This is an optimization exercise on Yosys and OpenROAD, whose aim is small area, a short achievable clock period and few clock cycles per item, not a production implementation.
At most, simulation tests tie the RTL to the original design; equivalence was not proved.

==> inputs of cedar <==
// trilinear_interp_axis
module trilinear_interp_axis (
    input  logic         clk,
    input  logic         rstn,
    input  logic         in_valid,
    output logic         in_ready,
    input  logic [7:0]   frac_r,
    input  logic [7:0]   frac_g,
    input  logic [7:0]   frac_b,
    input  logic         mode,
    input  logic [7:0]   in_user,
    input  logic [191:0] pt_nbr,
    output logic         out_valid,
    input  logic         out_ready,
    output logic [23:0]  out_pt,
    output logic [7:0]   out_user
);
Settings: LEC_CHECK=0, ABC_CLOCK_PERIOD_IN_PS=3000, CAP_MARGIN=20, CORE_MARGIN=2, CORE_UTILIZATION=40, SETUP_SLACK_MARGIN=3.0, SLEW_MARGIN=20; clock period 6.0 ns.
run.sh (not shown) runs the stock make flow with config.mk's settings and CLKGATE_MAP_FILE= SYNTH_SCRIPT=/design/flow/synth_recipe.tcl, a recipe that flattens the netlist after the stock synthesis.
==> tundra: changes against cedar <==
--- a/flow/design.v
+++ b/flow/design.v
@@ -15,21 +15,18 @@
     output logic [7:0]   out_user
 );
     logic [529:0] st1_d, st1_q;
     logic [145:0] st2_d, st2_q;
     logic [319:0] st3_d, st3_q;
     logic [76:0] st4_d, st4_q;
     logic [163:0] st5_d, st5_q;
     logic [4:0] v_q;
-    logic [2:0] cnt;
-    logic [2:0] wp, rp;
-    logic [3:0] mcnt;
-    logic [31:0] mem [5];
-    logic [31:0] hd_q;
+    logic [3:0] cnt, wp, rp;
+    logic [31:0] mem [8];
     wire [8:0] sel_r = {mode & frac_r[7], mode ? {8{frac_r[7]}} : frac_r};
     wire [8:0] sel_g0 = {mode & frac_g[7], mode ? {8{frac_g[7]}} : frac_g};
     wire [8:0] sel_b0 = {mode & frac_b[7], mode ? {8{frac_b[7]}} : frac_b};
     wire r0_m1 = sel_r[0] ? pt_nbr[24] : pt_nbr[0];
     wire r0_m2 = sel_r[0] ? pt_nbr[25] : pt_nbr[1];
     wire r0_m3 = sel_r[0] ? pt_nbr[26] : pt_nbr[2];
     wire r0_m4 = sel_r[0] ? pt_nbr[27] : pt_nbr[3];
     wire r0_m5 = sel_r[0] ? pt_nbr[28] : pt_nbr[4];
@@ -4216,47 +4213,35 @@
     wire b2_s4179 = st5_q[159] ^ st5_q[160] ^ st5_q[161];
     wire b2_c4180 = (st5_q[159] & st5_q[160]) | (st5_q[159] & st5_q[161]) | (st5_q[160] & st5_q[161]);
     wire b2_s4181 = st5_q[162] ^ st5_q[163];
     wire b2_c4182 = st5_q[162] & st5_q[163];
     wire [17:0] b0_sum4183 = {b0_c4118, b0_s4117, b0_s4115, b0_s4113, b0_s4111, b0_s4109, b0_s4107, b0_s4105, b0_s4103, b0_s4101, b0_s4099, b0_s4097, b0_s4095, b0_s4093, b0_s4091, b0_s4089, b0_s4087, st5_q[17]} + {1'b0, b0_c4116, b0_c4114, b0_c4112, b0_c4110, b0_c4108, b0_c4106, b0_c4104, b0_c4102, b0_c4100, b0_c4098, b0_c4096, b0_c4094, b0_c4092, b0_c4090, b0_c4088, st5_q[21], st5_q[18]};
     wire [17:0] b1_sum4184 = {b1_c4150, b1_s4149, b1_s4147, b1_s4145, b1_s4143, b1_s4141, b1_s4139, b1_s4137, b1_s4135, b1_s4133, b1_s4131, b1_s4129, b1_s4127, b1_s4125, b1_s4123, b1_s4121, b1_s4119, st5_q[66]} + {1'b0, b1_c4148, b1_c4146, b1_c4144, b1_c4142, b1_c4140, b1_c4138, b1_c4136, b1_c4134, b1_c4132, b1_c4130, b1_c4128, b1_c4126, b1_c4124, b1_c4122, b1_c4120, st5_q[70], st5_q[67]};
     wire [17:0] b2_sum4185 = {b2_c4182, b2_s4181, b2_s4179, b2_s4177, b2_s4175, b2_s4173, b2_s4171, b2_s4169, b2_s4167, b2_s4165, b2_s4163, b2_s4161, b2_s4159, b2_s4157, b2_s4155, b2_s4153, b2_s4151, st5_q[115]} + {1'b0, b2_c4180, b2_c4178, b2_c4176, b2_c4174, b2_c4172, b2_c4170, b2_c4168, b2_c4166, b2_c4164, b2_c4162, b2_c4160, b2_c4158, b2_c4156, b2_c4154, b2_c4152, st5_q[119], st5_q[116]};
     wire [31:0] res = {st5_q[7], st5_q[6], st5_q[5], st5_q[4], st5_q[3], st5_q[2], st5_q[1], st5_q[0], b2_sum4185[17], b2_sum4185[16], b2_sum4185[15], b2_sum4185[14], b2_sum4185[13], b2_sum4185[12], b2_sum4185[11], b2_sum4185[10], b1_sum4184[17], b1_sum4184[16], b1_sum4184[15], b1_sum4184[14], b1_sum4184[13], b1_sum4184[12], b1_sum4184[11], b1_sum4184[10], b0_sum4183[17], b0_sum4183[16], b0_sum4183[15], b0_sum4183[14], b0_sum4183[13], b0_sum4183[12], b0_sum4183[11], b0_sum4183[10]};
-    logic        hv_q;
-    wire arr  = v_q[4];
-    wire acc  = in_valid && in_ready;
-    wire del  = hv_q && out_ready;
-    wire pop  = !hv_q || out_ready;           
-    wire memne = mcnt != '0;
-    wire hld  = pop && (memne || arr);        
-    wire mrd  = pop && memne;                 
-    wire mwr  = arr && !(pop && !memne);      
-    assign in_ready  = (cnt < 3'd6) || (hv_q && out_ready);
-    assign out_valid = hv_q;
-    assign {out_user, out_pt} = hd_q;
+    wire acc = in_valid && in_ready;
+    wire del = out_valid && out_ready;
+    assign in_ready = !cnt[3];
+    assign out_valid = wp != rp;
+    assign {out_user, out_pt} = mem[rp[2:0]];
     always_ff @(posedge clk or negedge rstn) begin
         if (!rstn) begin
-            v_q  <= '0;
-            cnt  <= '0;
-            wp   <= '0;
-            rp   <= '0;
-            mcnt <= '0;
-            hv_q <= 1'b0;
+            v_q <= '0;
+            cnt <= '0;
+            wp  <= '0;
+            rp  <= '0;
         end else begin
             v_q <= {v_q[3:0], acc};
-            cnt  <= cnt + 3'(acc) - 3'(del);
-            mcnt <= mcnt + 4'(mwr) - 4'(mrd);
-            if (mwr) wp <= ((wp == 3'd4) ? 3'd0 : wp + 3'd1);
-            if (mrd) rp <= ((rp == 3'd4) ? 3'd0 : rp + 3'd1);
-            if (pop) hv_q <= memne || arr;
+            cnt <= cnt + 4'(acc) - 4'(del);
+            if (v_q[4]) wp <= wp + 1'b1;
+            if (del) rp <= rp + 1'b1;
         end
     end
     always_ff @(posedge clk) begin
         st1_q <= st1_d;
         st2_q <= st2_d;
         st3_q <= st3_d;
         st4_q <= st4_d;
         st5_q <= st5_d;
-        if (mwr) mem[wp] <= res;
-        if (hld) hd_q <= memne ? mem[rp] : res;
+        if (v_q[4]) mem[wp[2:0]] <= res;
     end
 endmodule
- ABC_CLOCK_PERIOD_IN_PS: 3000 -> 3400
- SETUP_SLACK_MARGIN: 3.0 -> 2.6
==> impl_metrics.toml <==
[status]
status = "finished clean"

[global_routing]
grt_max_degree = 66

[clock_tree]
post_cts.repair.setup_buffers = 176

[setup_path]
startpoint_type = "input port"

[synthesis]
synth.net_count = 8893

[final_layout]
fin_cells = 10520

[hold_path]
hold_end = "st2_q[16]$_DFF_P_"
# the run above: cedar

==> impl_metrics.toml <==
[setup_path]
startpoint_type = "flip-flop"

[synthesis]
synth_fa_ha_area_share_pct = 29.59
synth.net_count = 9122

[status]
status = "finished clean"

[clock_tree]
post_cts.repair.setup_buffers = 75

[global_routing]
grt_max_degree = 61
# the run above: tundra

No functional check of the RTL was part of any run of this note.


==> job 5792: inputs <==
trilinear_interp_axis, a different RTL version from the one above (not shown whole).
clock: 6.0 ns
lec_check: 0
abc_clock_period_in_ps: 3200
cap_margin: 20
core_margin: 2
core_utilization: 40
setup_slack_margin: 2.8
slew_margin: 20
==> job 1805: changes against job 5792 <==
Settings changed: ABC_CLOCK_PERIOD_IN_PS 3200 to 2900, SETUP_SLACK_MARGIN 2.8 to 3.1.
==> job 9575: changes against job 5792 <==
Settings changed: TNS_END_PERCENT set to 20.
==> notes.md <==
	job 5792	job 9575	job 1805
Run status	finished clean	finished clean	finished clean
Synthesis-to-layout area growth	16.4%	15.3%	21.3%
Filler instances	20100	20300	19400
Met2 usage	31.4%	31.1%	32.7%
Cells resized by post-CTS repair	104	76	416
Detail-routed via count per cell	5.10	5.09	5.12
Setup WS pre-CTS	2.16 ns	1.95 ns	2.21 ns
Number of search-and-repair iterations in the first detailed-routing pass	7	5	7
All-layer global routing usage	19.1%	19.0%	20.0%
ANT cells	2	1	4
Final Core Density	46.8%	46.4%	48.9%
Total detailed-routing wirelength	227000 um	223000 um	241000 um
Non-clock buffer count	483	442	672
Wire length of the first global-routing pass	347000 um	345000 um	360000 um
Met2 WL	107000 um	104000 um	111000 um
Hold_sp	st2_q[19]$_DFF_P_	st2_q[16]$_DFF_P_	st4_q[24]$_DFF_P_
Worst slew pin tran	0.970 ns	0.990 ns	1.05 ns
Flip-flop and latch share of the layout cell area	31.3%	31.6%	30.0%
Total number of vias	54500	54200	55700
Count of placed standard cells including taps	10200	10200	10200
Arrival time reported for the critical path endpoint	4.03 ns	3.95 ns	4.05 ns
No run of this note included a check of the RTL's function; only the layout flow was run.


==> v30 <==
trilinear_interp_axis, a different RTL version from the one above (not shown whole).
export LEC_CHECK = 0
export ABC_CLOCK_PERIOD_IN_PS = 2900
export CAP_MARGIN = 20
export CORE_MARGIN = 2
export CORE_UTILIZATION = 40
export SETUP_SLACK_MARGIN = 3.1
export SLEW_MARGIN = 20
export SYNTH_HIERARCHICAL = 1
create_clock -name core_clock -period 6.0 [get_ports {clk}]
==> inputs of v36, as changes to v30 <==
--- a/flow/config.mk
+++ b/flow/config.mk
@@ -5,10 +5,10 @@
 export SDC_FILE = /design/flow/constraint.sdc
 export NUM_CORES = 4
 export LEC_CHECK = 0
-export ABC_CLOCK_PERIOD_IN_PS = 2900
+export ABC_CLOCK_PERIOD_IN_PS = 2700
 export CAP_MARGIN = 20
 export CORE_MARGIN = 2
 export CORE_UTILIZATION = 40
-export SETUP_SLACK_MARGIN = 3.1
+export SETUP_SLACK_MARGIN = 3.3
 export SLEW_MARGIN = 20
 export SYNTH_HIERARCHICAL = 1
==> inputs of v17, as changes to v30 <==
--- a/flow/config.mk
+++ b/flow/config.mk
@@ -5,10 +5,11 @@
 export SDC_FILE = /design/flow/constraint.sdc
 export NUM_CORES = 4
 export LEC_CHECK = 0
-export ABC_CLOCK_PERIOD_IN_PS = 2900
+export ABC_CLOCK_PERIOD_IN_PS = 2800
 export CAP_MARGIN = 20
 export CORE_MARGIN = 2
 export CORE_UTILIZATION = 40
-export SETUP_SLACK_MARGIN = 3.1
+export SETUP_SLACK_MARGIN = 3.2
 export SLEW_MARGIN = 20
 export SYNTH_HIERARCHICAL = 1
+export TNS_END_PERCENT = 30
==> impl_metrics.ini <==
[status]
outcome = finished clean

[grt]
antenna_found_initial = 9

[routing]
vias = 54860

[worst_setup_path]
crit_path_start = st6_q[134]$_DFF_P_

[placement]
dp.cells = 9612

[final_layout]
area_growth_syn_to_layout_pct = 24.25
the above is filed under v36

==> impl_metrics.ini <==
[worst_setup_path]
crit_path_start = st6_q[77]$_DFF_P_

[synthesis]
synth-edff-count = 224
synth_simple_gate_area_share_pct = 2.445

[final_layout]
area_growth_syn_to_layout_pct = 17.87
design_area_mm2 = 0.1078
num-nonclk-inverters = 125

[routing]
vias = 52940

[status]
outcome = finished clean

[grt]
antenna_found_initial = 6

[placement]
dp.cells = 9609
the above is filed under v17

==> impl_metrics.ini <==
[status]
outcome = finished clean

[routing]
vias = 52650

[placement]
dp.cells = 9610

[grt]
antenna_found_initial = 6

[worst_setup_path]
crit_path_start = out_ready

[final_layout]
area_growth_syn_to_layout_pct = 17.08
the above is filed under v30

Testbench counts of v30, summed over its fixed seeds: cycles 16,056, items 16,000.
Testbench counts of v36, summed over its fixed seeds: cycles 16,056, items 16,000.
Testbench counts of v17, summed over its fixed seeds: cycles 16,056, items 16,000.

==> afterwards: timing with drivers on the ports <==
In the flow no input, the clock included, has a driving cell. The finished layouts below were timed again as built, in two steps.
Step 1 assumes that a clkbuf_16 drives the clock port and a buf_2 every other input.
Step 2 adds t to the input delays and takes it off the output delays; t is the mean of the earliest and latest rising clock arrival at the registers after step 1. Input paths then give back, and output paths get back, about the clock's delay inside the block.
Three values: ideal, step 1, step 2; two values: the first two.
run	shift t [ns]	setup slack, ns	cell pins on the clock port's net
cedar	0.873	2.532 / 2.582 / 1.708	1
tundra	0.917	2.144 / 2.057 / 1.606	1
job 5792	0.895	2.745 / 2.745 / 2.493	1
job 1805	0.905	2.706 / 2.706 / 2.620	1
job 9575	0.898	2.724 / 2.724 / 2.186	1
v30	0.883	3.061 / 3.021 / 2.961	1
v36	0.893	3.025 / 2.999 / 2.981	1
v17	0.894	3.008 / 3.008 / 2.901	1
After both steps setup and hold are still met in every run listed. The setup slack of cedar, which loses most, moves by +0.050 ns with the drivers and by -0.824 ns with both steps.
